This design comes from an exercise in tuning for small area and a short achievable clock period on the open sky130 flow, not from production work. Function was checked by simulation only, so behaviour that the tests miss may differ from the original.

Setup of lane 1:
// dataPath
module dataPath (
	input logic clock,
	input logic rstN,
	input logic [4:0] destAddr,
	input logic [4:0] srcAddrA,
	input logic [4:0] srcAddrB,
	input logic writeEn,
	input logic useConstant,
	input logic [31:0] constantIn,
	input logic [3:0] funcSel,
	input logic loadExternal,
	input logic [31:0] dataIn,
	output logic [31:0] addressOut,
	output logic [31:0] dataOut,
	output logic [31:0] result,
	output logic [3:0] status  
);
	logic [32-1:0] operandA;
	logic [32-1:0] operandB;  
	logic [32-1:0] funcResult;
	logic [3:0] funcStatus;  
	logic [32-1:0] rfWriteData;
	operandRouter router0 (
		.loadExternal(loadExternal),
		.dataIn(dataIn),
		.funcResult(funcResult),
		.rfWriteData(rfWriteData)
	);
	registerFile regs0 (
		.clock(clock),
		.rstN(rstN),
		.writeData(rfWriteData),
		.writeAddr(destAddr),
		.writeEn(writeEn),
		.selA(srcAddrA),
		.selB(srcAddrB),
		.useConstant(useConstant),
		.constantIn(constantIn),
		.busA(operandA),
		.busB(operandB)
	);
	functionUnit fu0 (
		.funcSel(funcSel),
		.operandA(operandA),
		.operandB(operandB),
		.result(funcResult),
		.status(funcStatus)
	);
	assign addressOut = operandA;  
	assign dataOut = operandB;
	assign result = funcResult;
	assign status = funcStatus;
endmodule
Size in the first run: roughly 3900 cells after synthesis, ~1000 flip-flops, roughly 190 I/O pins.
Settings: LEC_CHECK=0, CAP_MARGIN=20, CORE_MARGIN=2, CORE_UTILIZATION=50, CTS_BUF_LIST=sky130_fd_sc_hd__clkbuf_8, CTS_CLUSTER_DIAMETER=50, CTS_CLUSTER_SIZE=12, PLACE_DENSITY=0.57, SETUP_SLACK_MARGIN=2.5, SLEW_MARGIN=20, SYNTH_HIERARCHICAL=1; clock period 11.5 ns.
standard.sh (not shown) runs the stock make flow with config.mk's settings and CLKGATE_MAP_FILE= SYNTH_SCRIPT=/design/flow/synth_recipe.tcl, a recipe that flattens the netlist after the stock synthesis.
==> flow/flow/run.sh <==
#!/bin/bash
# Layout flow: the standard synthesis unchanged, then the standard ORFS
# steps with three changes: ports are buffered with a plain buffer cell,
# timing repair may resize cells across footprints, and timing-driven global
# placement weights critical nets more heavily. Each step's output goes
# to its own log file here; ORFS also keeps per-stage logs under orfs/logs.
set -euo pipefail
cd "$(dirname "$0")/.."

bash standard.sh synth > synth.log 2>&1

# the same make call as standard.sh, with the extra variables appended
sed 's|"\${@:-finish}"|MATCH_CELL_FOOTPRINT=0 "${@:-finish}"|' standard.sh > layout.sh
grep -q 'MATCH_CELL_FOOTPRINT=0' layout.sh

export BUFFER_PORTS_ARGS="-buffer_cell sky130_fd_sc_hd__buf_2"
export GLOBAL_PLACEMENT_ARGS="-timing_driven_net_weight_max 20 -timing_driven_nets_percentage 60"
bash layout.sh > layout.log 2>&1

test -s out/final.def
Lane 1: GRT-0116 in global routing (5_1_grt) -> run aborted
--- input diff lane 1..lane 2 ---
Settings: PLACE_DENSITY changed from 0.57 to 0.52; CORE_UTILIZATION changed from 50 to 45.
==> flow/flow/run.sh <==
#!/bin/bash
# Layout flow: the standard synthesis unchanged, then the standard ORFS
# steps with two changes: ports are buffered with a plain buffer cell, and
# timing repair may resize cells across footprints. Each step's output goes
# to its own log file here; ORFS also keeps per-stage logs under orfs/logs.
set -euo pipefail
cd "$(dirname "$0")/.."

bash standard.sh synth > synth.log 2>&1

# the same make call as standard.sh, with the extra variables appended
sed 's|"\${@:-finish}"|MATCH_CELL_FOOTPRINT=0 "${@:-finish}"|' standard.sh > layout.sh
grep -q 'MATCH_CELL_FOOTPRINT=0' layout.sh

export BUFFER_PORTS_ARGS="-buffer_cell sky130_fd_sc_hd__buf_2"
bash layout.sh > layout.log 2>&1

test -s out/final.def
Notes after the runs:
Lane 2 closes out successfully: all stages finished, all timing, DRC and antenna checks passed.
Lane 1 → lane 2: post-cts repair resize count higher; total number of placement rows went up 6.
[compare] base=lane 1 new=lane 2: final estimated routing congestion in global placement went down; vertical die dimension went up; placed wire-length estimate after detailed placement went down; number of placed instances with taps included went up; count of input and output buffers did not really move.
Between lane 1 and lane 2, the post-placement worst setup slack is higher for lane 1.
> inputs changed (lane 2 -> lane 3)
==> flow/flow/run.sh <==
#!/bin/bash
# Layout flow: the standard synthesis unchanged, then the standard ORFS
# steps with three changes: ports are buffered with a plain buffer cell,
# timing repair may resize cells across footprints, and timing-driven global
# placement weights critical nets more heavily. Each step's output goes
# to its own log file here; ORFS also keeps per-stage logs under orfs/logs.
set -euo pipefail
cd "$(dirname "$0")/.."

bash standard.sh synth > synth.log 2>&1

# the same make call as standard.sh, with the extra variables appended
sed 's|"\${@:-finish}"|MATCH_CELL_FOOTPRINT=0 "${@:-finish}"|' standard.sh > layout.sh
grep -q 'MATCH_CELL_FOOTPRINT=0' layout.sh

export BUFFER_PORTS_ARGS="-buffer_cell sky130_fd_sc_hd__buf_2"
export GLOBAL_PLACEMENT_ARGS="-timing_driven_net_weight_max 20 -timing_driven_nets_percentage 60"
bash layout.sh > layout.log 2>&1

test -s out/final.def
==> comparison <==
- Lane 3 ended up with a lower clock buffer count from CTS than lane 2 did.
- Lane 3 never completed, since it errored out during global routing (5_1_grt).
- On standard cell area after detailed placement, lane 3 and lane 2 are basically level.
- Any difference in number of cells after detailed placement between lane 2 and lane 3 is small enough to ignore.
- HPWL after detailed placement: lane 3 > lane 2
--- input diff lane 3..lane 4 ---
Settings: PLACE_DENSITY changed from 0.52 to 0.57; CORE_UTILIZATION changed from 45 to 50.
==> flow/flow/run.sh <==
#!/bin/bash
# Layout flow: the standard synthesis unchanged, then the standard ORFS
# steps with two changes: ports are buffered with a plain buffer cell, and
# timing repair may resize cells across footprints. Each step's output goes
# to its own log file here; ORFS also keeps per-stage logs under orfs/logs.
set -euo pipefail
cd "$(dirname "$0")/.."

bash standard.sh synth > synth.log 2>&1

# the same make call as standard.sh, with the extra variables appended
sed 's|"\${@:-finish}"|MATCH_CELL_FOOTPRINT=0 "${@:-finish}"|' standard.sh > layout.sh
grep -q 'MATCH_CELL_FOOTPRINT=0' layout.sh

export BUFFER_PORTS_ARGS="-buffer_cell sky130_fd_sc_hd__buf_2"
bash layout.sh > layout.log 2>&1

test -s out/final.def
## What came out
- Looking at the reports, lane 4 completed the entire flow and the layout it produced met the timing, design-rule and antenna checks.
- Lane 4 against lane 3: number of instances resized during post-cts repair rose by 68, synthesized-area fraction occupied by ao, oa, aoi and oai cells stayed essentially flat, global placement routability congestion fell by 0.39.

-- separate check: timing with driven ports --
No port has a modelled driver above. Below, the same layouts with a new extraction and two added sets of constraints.
Step 1 assumes that a clkbuf_16 drives the clock port and a buf_2 every other input.
Step 2 moves the port delays by t, midway between the first and last clock arrival at a register: inputs arrive t later, outputs are due t later. That takes back most of the time a late clock gives input paths.
Three values: no drivers, after step 1, after step 2; two values: the first two.
run | shift t [ns] | slack for setup (ns) | hold WS [ns] | slew at the worst register clock pin (ns)
lane 2 | 0.921 | 2.422 / 2.247 / 2.247 | 0.501 / 0.501 / 0.501 | 0.09 / 0.09
lane 4 | 0.882 | 2.479 / 2.362 / 2.362 | 0.501 / 0.501 / 0.501 | 0.09 / 0.09
After both steps setup and hold are still met in every run listed. The setup slack of lane 2, which loses most, moves by -0.175 ns with the drivers and by -0.175 ns with both steps.
